From an optimization exercise on the open Yosys and OpenROAD flow, aimed at small area; shortcuts taken in it are not production practice.
Where RTL was checked, it was by simulation tests only, not by an equivalence proof against the original.
Power is estimated from default activity; no workload was simulated.

== run 1 ==
Design bf_top, start of the top module:
module bf_top #(
   parameter int TABLE_DEPTH  = 1024,
   parameter int EPOCH_CYCLES = 2032,
   parameter int SCRUB_BATCH  = 6
) (
   input  logic                    clk,
   input  logic                    rst,
   input  logic                    req_valid,
   input  bf_ctrl_pkg::req_kind_t  req_kind,
   input  bf_word_pkg::sram_addr_t req_hash0,
   input  bf_word_pkg::sram_addr_t req_hash1,
   output logic                    req_ready,
   output logic                    sram_rd_req,
   output bf_word_pkg::sram_addr_t sram_rd_addr,
   input  bf_word_pkg::sram_word_t sram_rd_data,
   input  logic                    sram_rd_vld,
   output logic                    sram_wr_req,
   output bf_word_pkg::sram_addr_t sram_wr_addr,
   output bf_word_pkg::sram_word_t sram_wr_data
);
   logic [7:0]  epoch;
   logic [7:0]  epoch_q;      
   logic        req_empty;
   logic        req_pop;
   logic        head_adv;
   logic [38:0] head;
   logic        hsel;
   logic [18:0] req_addr;
   logic        take, do_op, rd_is_req, wr_is_req;
   logic [9:0]  rp, wp;
   logic [55:0] dl [1:4];
   logic [4:1]  pend;
   logic [4:1]  sel;
   logic [55:0] word;
   logic [47:0] result;
   logic [47:0] wr_vec;
   epoch_timer u_timer (
      .clk   (clk),
      .rst   (rst),
      .epoch (epoch)
   );
   small_fifo #(.WIDTH(39)) req_queue (
      .clk      (clk),
      .rst      (rst),
      .din      ({req_kind, req_hash1, req_hash0}),
      .wr_en    (req_valid),
      .rd_en    (req_pop),
      .head_adv (head_adv),
      .dout     (head),
      .empty    (req_empty),
      .ready    (req_ready)
   );
  ...
Size: ~1800 cells after synthesis, roughly 230 I/O pins, ~24000 sq um of cells after synthesis.
Settings: LEC_CHECK=0, CAP_MARGIN=20, CORE_MARGIN=2, CORE_UTILIZATION=40, CTS_BUF_LIST=sky130_fd_sc_hd__clkbuf_4, SLEW_MARGIN=20; clock period 10.0 ns.
run.sh (not shown) runs the stock make flow with config.mk's settings and CLKGATE_MAP_FILE= SYNTH_SCRIPT=/design/flow/synth_recipe.tcl, a recipe that flattens the netlist after the stock synthesis.
Input-level comparison between run 2 and run 1:
- changing CORE_UTILIZATION from 40 to 60
- changing CTS_BUF_LIST from sky130_fd_sc_hd__clkbuf_4 to sky130_fd_sc_hd__clkbuf_2 sky130_fd_sc_hd__clkbuf_4
### Flow results
- Run 2 vs. run 1: buffer count excluding the clock tree in the final layout increased 1; global-route usage increased 8.0 points; first-pass GRT wire length decreased about 4%; final area decreased about 1.5%.
- When run 2 is measured against run 1, its portion of the layout cell area used by clock cells turns out 0.26 points lower.
- Vias: run 2 fewer than run 1
- Non-filler instance count after layout in run 2 is 271 lower than in run 1
- Standard-cell row count shrinks by more than 10% when moving from run 1 to run 2.
- Total half-perimeter wirelength after legalization and detailed placement, run 1 and run 2, higher one = run 1.
No functional check of the RTL was part of any run of this note.

========
Setup of job 6303:
Another version of the RTL of bf_top (not shown whole).
Size in the first run: roughly 230 I/O pins, ~21000 um2 of cells after synthesis.
export LEC_CHECK = 0
export CAP_MARGIN = 20
export CORE_MARGIN = 2
export CORE_UTILIZATION = 70
export SLEW_MARGIN = 20
create_clock -name core_clock -period 10.0 [get_ports {clk}]
standard.sh (not shown) runs the stock make flow with config.mk's settings and CLKGATE_MAP_FILE= SYNTH_SCRIPT=/design/flow/synth_recipe.tcl, a recipe that flattens the netlist after the stock synthesis.
==> flow/flow/run.sh <==
#!/bin/bash
# Own layout flow: the standard layout (standard.sh, all steps), with
# three changes:
#  - synthesis runs the standard flow's own script (synth_recipe.tcl) unchanged except that
#    ABC maps the logic with an area-oriented script (flow/abc_area.script)
#    in place of ORFS's speed script; the registers are mapped as before;
#  - the port buffers that global placement inserts use the smallest buffer,
#    sky130_fd_sc_hd__buf_1 (ORFS variable BUFFER_PORTS_ARGS);
#  - clock tree synthesis inserts no dummy loads, uses clkbuf_8 and clusters
#    of at most 16 sinks within 50 um (ORFS variable CTS_ARGS).
# make's full output goes to standard.log here; ORFS's per-step logs are in
# orfs/logs/.
set -euo pipefail
here=$(pwd)
{
  cat <<'TCL'
# synth_recipe.tcl with ABC's -script replaced by $::env(MY_ABC_SCRIPT)
proc abc {args} {
  set i [lsearch -exact $args -script]
  if { $i >= 0 } {
    set args [lreplace $args $i [expr {$i + 1}] -script $::env(MY_ABC_SCRIPT)]
  }
  yosys abc {*}$args
}
TCL
  cat "$here/synth_recipe.tcl"
} > "$here/my_synth.tcl"
export MY_ABC_SCRIPT="$here/flow/abc_area.script"
export BUFFER_PORTS_ARGS="-buffer_cell sky130_fd_sc_hd__buf_1"
export CTS_ARGS="-sink_clustering_enable -repair_clock_nets -dont_use_dummy_load -buf_list sky130_fd_sc_hd__clkbuf_4 -sink_clustering_size 8 -sink_clustering_max_diameter 35"
bash standard.sh "SYNTH_SCRIPT=$here/my_synth.tcl" finish > standard.log 2>&1
==> flow/flow/abc_area.script <==
strash
&get -n
&deepsyn -T 60
&put
dch -f
map -a
strash
dch -f
map -a
topo
### job 6303 -> job 237
- changing CORE_UTILIZATION from 70 to 80
-- flow/flow/run.sh --
<<< job 6303, line 29
export BUFFER_PORTS_ARGS="-buffer_cell sky130_fd_sc_hd__buf_1"
export CTS_ARGS="-sink_clustering_enable -repair_clock_nets -dont_use_dummy_load -buf_list sky130_fd_sc_hd__clkbuf_4 -sink_clustering_size 8 -sink_clustering_max_diameter 35"
bash standard.sh "SYNTH_SCRIPT=$here/my_synth.tcl" finish > standard.log 2>&1
>>> job 237, line 29
export BUFFER_PORTS_ARGS="-buffer_cell sky130_fd_sc_hd__buf_1"
export CTS_ARGS="-sink_clustering_enable -repair_clock_nets -dont_use_dummy_load -buf_list sky130_fd_sc_hd__clkbuf_8 -sink_clustering_size 16 -sink_clustering_max_diameter 50"
bash standard.sh "SYNTH_SCRIPT=$here/my_synth.tcl" finish > standard.log 2>&1
Notes after the runs:
- Highest signal layer in the routed design: met5 -> job 6303, met4 -> job 237
- Proportion of layout cells with a drive suffix above 1, job 237 and job 6303: higher on job 6303
- | post-synthesis compound-gate area fraction | job 237 vs job 6303 | ≈ equal |
- Looking at time the final worst path needs with I/O delays and setup across both flows, job 237 is the weaker of the two, with job 6303 ahead.
- Area of combinational cells with multiple inputs in job 237 is 0.32% below job 6303.
- The share of the final layout cell area in multi-input gates on job 6303 is in line with that on job 237.
- Wire length on met3 in job 237 vs job 6303: up about 28%
- When job 237 is measured against job 6303, its share of the final layout cell area in sequential cells turns out 0.53 points higher.
The inputs of job 3999 differ from those of job 237 as listed below.
- CORE_UTILIZATION now 70, was 80
==> comparison <==
The CTS clock-pin slew for the worst setup and hold paths on job 237 is in line with that on job 3999.
Summary of the comparison: part of the power in combinational logic is lower in job 3999, relative to job 237.
The sequential share of layout area of job 3999 falls short of that of job 237 by 0.20 points.
Compared with job 237, upper clock frequency limit in job 3999 increased slightly.
Run comparison: job 237 worst-path cell with the longest stage delay sky130_fd_sc_hd__nor2_1; job 3999 worst-path cell with the longest stage delay sky130_fd_sc_hd__clkinv_1
Job 3999 ends up with a vertical die dimension that is 6.7% higher than in job 237.
Relative to job 237, half-perimeter wire length after detailed placement has decreased by 3.1 mm in job 3999.
Area: job 3999 vs job 237 -> job 3999 larger
### job 3999 -> job 972
- putting GPL_TIMING_DRIVEN at 0 where nothing was set
[summary]
Relative to job 3999, share of the clock period used by the worst path increased by 5.8 points in job 972. When the final numbers for job 3999 and job 972 were put side by side, the critical path depth turned out to be smaller in job 972. Between job 3999 and job 972, power is lower for job 3999, job 972 comes in above that. [diff] setup slack, job 972 relative to job 3999: regression. Job 972 against job 3999: internal power up about 0.9%, wire length grew by 2.1 mm. Diff job 3999 -> job 972: reg2reg setup slack decreased by 0.50 ns relative to the old numbers, total power density per cell area lower. Cell count (lower): job 3999.
Edits applied to the flow inputs when going from job 972 to job 7820:
- GPL_TIMING_DRIVEN removed (was 0)
-- flow/flow/run.sh --
<<< job 972, line 29
export BUFFER_PORTS_ARGS="-buffer_cell sky130_fd_sc_hd__buf_1"
export CTS_ARGS="-sink_clustering_enable -repair_clock_nets -dont_use_dummy_load -buf_list sky130_fd_sc_hd__clkbuf_8 -sink_clustering_size 16 -sink_clustering_max_diameter 50"
bash standard.sh "SYNTH_SCRIPT=$here/my_synth.tcl" finish > standard.log 2>&1
>>> job 7820, line 29
export BUFFER_PORTS_ARGS="-buffer_cell sky130_fd_sc_hd__buf_1"
export CTS_ARGS="-sink_clustering_enable -repair_clock_nets -dont_use_dummy_load -buf_list {sky130_fd_sc_hd__clkbuf_4 sky130_fd_sc_hd__clkbuf_8} -sink_clustering_size 12 -sink_clustering_max_diameter 45"
bash standard.sh "SYNTH_SCRIPT=$here/my_synth.tcl" finish > standard.log 2>&1
[summary]
- Cell at the slowest stage of the critical path = sky130_fd_sc_hd__clkinv_1: job 972; cell at the slowest stage of the critical path = sky130_fd_sc_hd__nor2_1: job 7820
- Summary of job 7820 over job 972: worst path setup slack after routing increased by 0.90 ns relative to the old numbers; required time at the endpoint of the critical path rose 2.46 ns.
- On multi-input logic area, job 7820 tracks job 972 almost exactly.
- Looking at final cell count, job 7820 sits 14 below job 972.
- In job 7820, via count of the first global-routing pass is higher than in job 972.
#### Input delta (job 3748 over job 7820)
- changing SLEW_MARGIN from 20 to 5
- changing CAP_MARGIN from 20 to 5
-- flow/flow/run.sh --
<<< job 7820, line 29
export BUFFER_PORTS_ARGS="-buffer_cell sky130_fd_sc_hd__buf_1"
export CTS_ARGS="-sink_clustering_enable -repair_clock_nets -dont_use_dummy_load -buf_list {sky130_fd_sc_hd__clkbuf_4 sky130_fd_sc_hd__clkbuf_8} -sink_clustering_size 12 -sink_clustering_max_diameter 45"
bash standard.sh "SYNTH_SCRIPT=$here/my_synth.tcl" finish > standard.log 2>&1
>>> job 3748, line 29
export BUFFER_PORTS_ARGS="-buffer_cell sky130_fd_sc_hd__buf_1"
export CTS_ARGS="-sink_clustering_enable -repair_clock_nets -dont_use_dummy_load -buf_list sky130_fd_sc_hd__clkbuf_8 -sink_clustering_size 16 -sink_clustering_max_diameter 50"
bash standard.sh "SYNTH_SCRIPT=$here/my_synth.tcl" finish > standard.log 2>&1
--- outcome ---
Each of the runs, namely job 3748 and job 7820, reached the end of the flow and came out clean. Summary of job 3748 over job 7820: internal power of the cells fell 2.7%; worst hold slack rose 0.027 ns; total number of vias fell 356.

========
== the reference run ==
bf_top, a different RTL version from the one above (not shown whole).
Size: roughly 1800 cells after synthesis, ~590 flip-flops, about 230 I/O pins, roughly 21000 sq um of cells after synthesis.
// bf_top
module bf_top #(
   parameter int TABLE_DEPTH  = 1024,
   parameter int EPOCH_CYCLES = 2032,
   parameter int SCRUB_BATCH  = 6
) (
   input  logic                    clk,
   input  logic                    rst,
   input  logic                    req_valid,
   input  bf_ctrl_pkg::req_kind_t  req_kind,
   input  bf_word_pkg::sram_addr_t req_hash0,
   input  bf_word_pkg::sram_addr_t req_hash1,
   output logic                    req_ready,
   output logic                    sram_rd_req,
   output bf_word_pkg::sram_addr_t sram_rd_addr,
   input  bf_word_pkg::sram_word_t sram_rd_data,
   input  logic                    sram_rd_vld,
   output logic                    sram_wr_req,
   output bf_word_pkg::sram_addr_t sram_wr_addr,
   output bf_word_pkg::sram_word_t sram_wr_data
);
   logic [7:0]  epoch;
   logic [7:0]  epoch_q;      
   logic        req_empty;
   logic        req_pop;
   logic        head_adv;
   logic        head_kind;
   logic        hsel;
   logic [18:0] req_addr;
   logic        take, do_op, addr_is_req;
   logic [9:0]  scrub_addr;
   logic [18:0] addr;
   logic [7:0]  age_in;
   logic [3:0]  code_in;
   logic [52:0] dl [1:4];
   logic [4:1]  pend;
   logic [4:1]  sel;
   logic [52:0] word;
   logic [3:0]  age;
   logic [47:0] result;
   logic [47:0] wr_vec;
   epoch_timer u_timer (
      .clk   (clk),
      .rst   (rst),
      .epoch (epoch)
   );
   small_fifo req_queue (
      .clk      (clk),
      .rst      (rst),
      .din      ({req_kind, req_hash1, req_hash0}),
      .wr_en    (req_valid),
      .rd_en    (req_pop),
      .head_adv (head_adv),
      .hsel     (hsel),
      .addr     (req_addr),
      .kind     (head_kind),
      .empty    (req_empty),
      .ready    (req_ready)
   );
   bf_engine u_engine (
      .clk         (clk),
      .rst         (rst),
      .req_empty   (req_empty),
      .data_avail  (pend != 4'd0),
      .take        (take),
      .do_op       (do_op),
      .req_pop     (req_pop),
      .head_adv    (head_adv),
      .hsel        (hsel),
      .sram_rd_req (sram_rd_req),
      .sram_wr_req (sram_wr_req),
      .addr_is_req (addr_is_req),
      .scrub_addr  (scrub_addr)
   );
   assign sel[4] = pend[4];
  ...
Settings: LEC_CHECK=0, CAP_MARGIN=20, CORE_MARGIN=2, CORE_UTILIZATION=70, SLEW_MARGIN=20; clock period 10.0 ns.
==> flow/flow/run.sh <==
#!/bin/bash
# Own layout flow: the standard layout (standard.sh, all steps), with
# three changes:
#  - synthesis runs the standard flow's own script (synth_recipe.tcl) unchanged except that
#    ABC maps the logic with an area-oriented script (flow/abc_area.script)
#    in place of ORFS's speed script; the registers are mapped as before;
#  - the port buffers that global placement inserts use the smallest buffer,
#    sky130_fd_sc_hd__buf_1 (ORFS variable BUFFER_PORTS_ARGS);
#  - clock tree synthesis inserts no dummy loads, uses clkbuf_8 and clusters
#    of at most 16 sinks within 50 um (ORFS variable CTS_ARGS).
# make's full output goes to standard.log here; ORFS's per-step logs are in
# orfs/logs/.
set -euo pipefail
here=$(pwd)
{
  cat <<'TCL'
# synth_recipe.tcl with ABC's -script replaced by $::env(MY_ABC_SCRIPT)
proc abc {args} {
  set i [lsearch -exact $args -script]
  if { $i >= 0 } {
    set args [lreplace $args $i [expr {$i + 1}] -script $::env(MY_ABC_SCRIPT)]
  }
  yosys abc {*}$args
}
TCL
  cat "$here/synth_recipe.tcl"
} > "$here/my_synth.tcl"
export MY_ABC_SCRIPT="$here/flow/abc_area.script"
export BUFFER_PORTS_ARGS="-buffer_cell sky130_fd_sc_hd__buf_1"
export CTS_ARGS="-sink_clustering_enable -repair_clock_nets -dont_use_dummy_load -buf_list sky130_fd_sc_hd__clkbuf_16 -sink_clustering_size 30 -sink_clustering_max_diameter 70"
bash standard.sh "SYNTH_SCRIPT=$here/my_synth.tcl" finish > standard.log 2>&1
Scripts as last shown in full above: flow/flow/abc_area.script
The reference run | stages: all done | timing, DRC, antenna: all pass
What the trial run does differently from the reference run at the input level:
--- a/flow/flow/run.sh
+++ b/flow/flow/run.sh
@@ -30 +30 @@
-export CTS_ARGS="-sink_clustering_enable -repair_clock_nets -dont_use_dummy_load -buf_list sky130_fd_sc_hd__clkbuf_16 -sink_clustering_size 30 -sink_clustering_max_diameter 70"
+export CTS_ARGS="-sink_clustering_enable -repair_clock_nets -dont_use_dummy_load -buf_list sky130_fd_sc_hd__clkbuf_8 -sink_clustering_size 16 -sink_clustering_max_diameter 50"
Findings:
met5 as the uppermost signal routing layer after detailed routing was reported by the trial run, and met4 by the reference run. [compare] base=the reference run new=the trial run: total placed instance area went down by 0.69%, relative area change from synthesis to final layout went down by 0.17 points, simple-gate share of the synthesized area went down by 1.5 points, average size of a mapped cell went up by 3.9%, final area went down by about 0.8%.

-- separate check: timing with driven ports --
Ports are ideal in the flow. The routed layouts listed here were re-timed in OpenROAD. Step 1: set_driving_cell puts a clkbuf_16 on clk and a buf_2 on each other input, an assumption about the parent block. Step 2 moves the port delays by t, midway between the first and last clock arrival at a register: inputs arrive t later, outputs are due t later. That takes back most of the time a late clock gives input paths. Three values: no drivers, after step 1, after step 2; two values: the first two.
run | shift t [ns] | setup slack, ns | worst setup path after step 2 | clock arrival spread, ns
run 1 | 0.990 | 3.475 / 3.419 / 4.410 | register to output | 0.052 / 0.053
run 2 | 0.851 | 3.593 / 3.538 / 4.389 | register to output | 0.049 / 0.049
job 6303 | 0.773 | 3.745 / 3.745 / 3.745 | register to register | 0.102 / 0.102
job 237 | 0.632 | 3.426 / 3.375 / 3.626 | register to register | 0.090 / 0.090
job 3999 | 0.629 | 3.466 / 3.466 / 3.466 | register to register | 0.055 / 0.055
job 972 | 0.629 | 2.884 / 2.835 / 2.969 | register to register | 0.065 / 0.065
job 7820 | 0.659 | 3.787 / 3.787 / 3.787 | register to register | 0.081 / 0.081
job 3748 | 0.629 | 3.466 / 3.466 / 3.466 | register to register | 0.055 / 0.055
the reference run | 0.609 | 3.610 / 3.610 / 3.610 | register to register | 0.088 / 0.088
the trial run | 0.631 | 3.021 / 3.021 / 3.021 | register to register | 0.076 / 0.077
After both steps setup and hold are still met in every run listed.
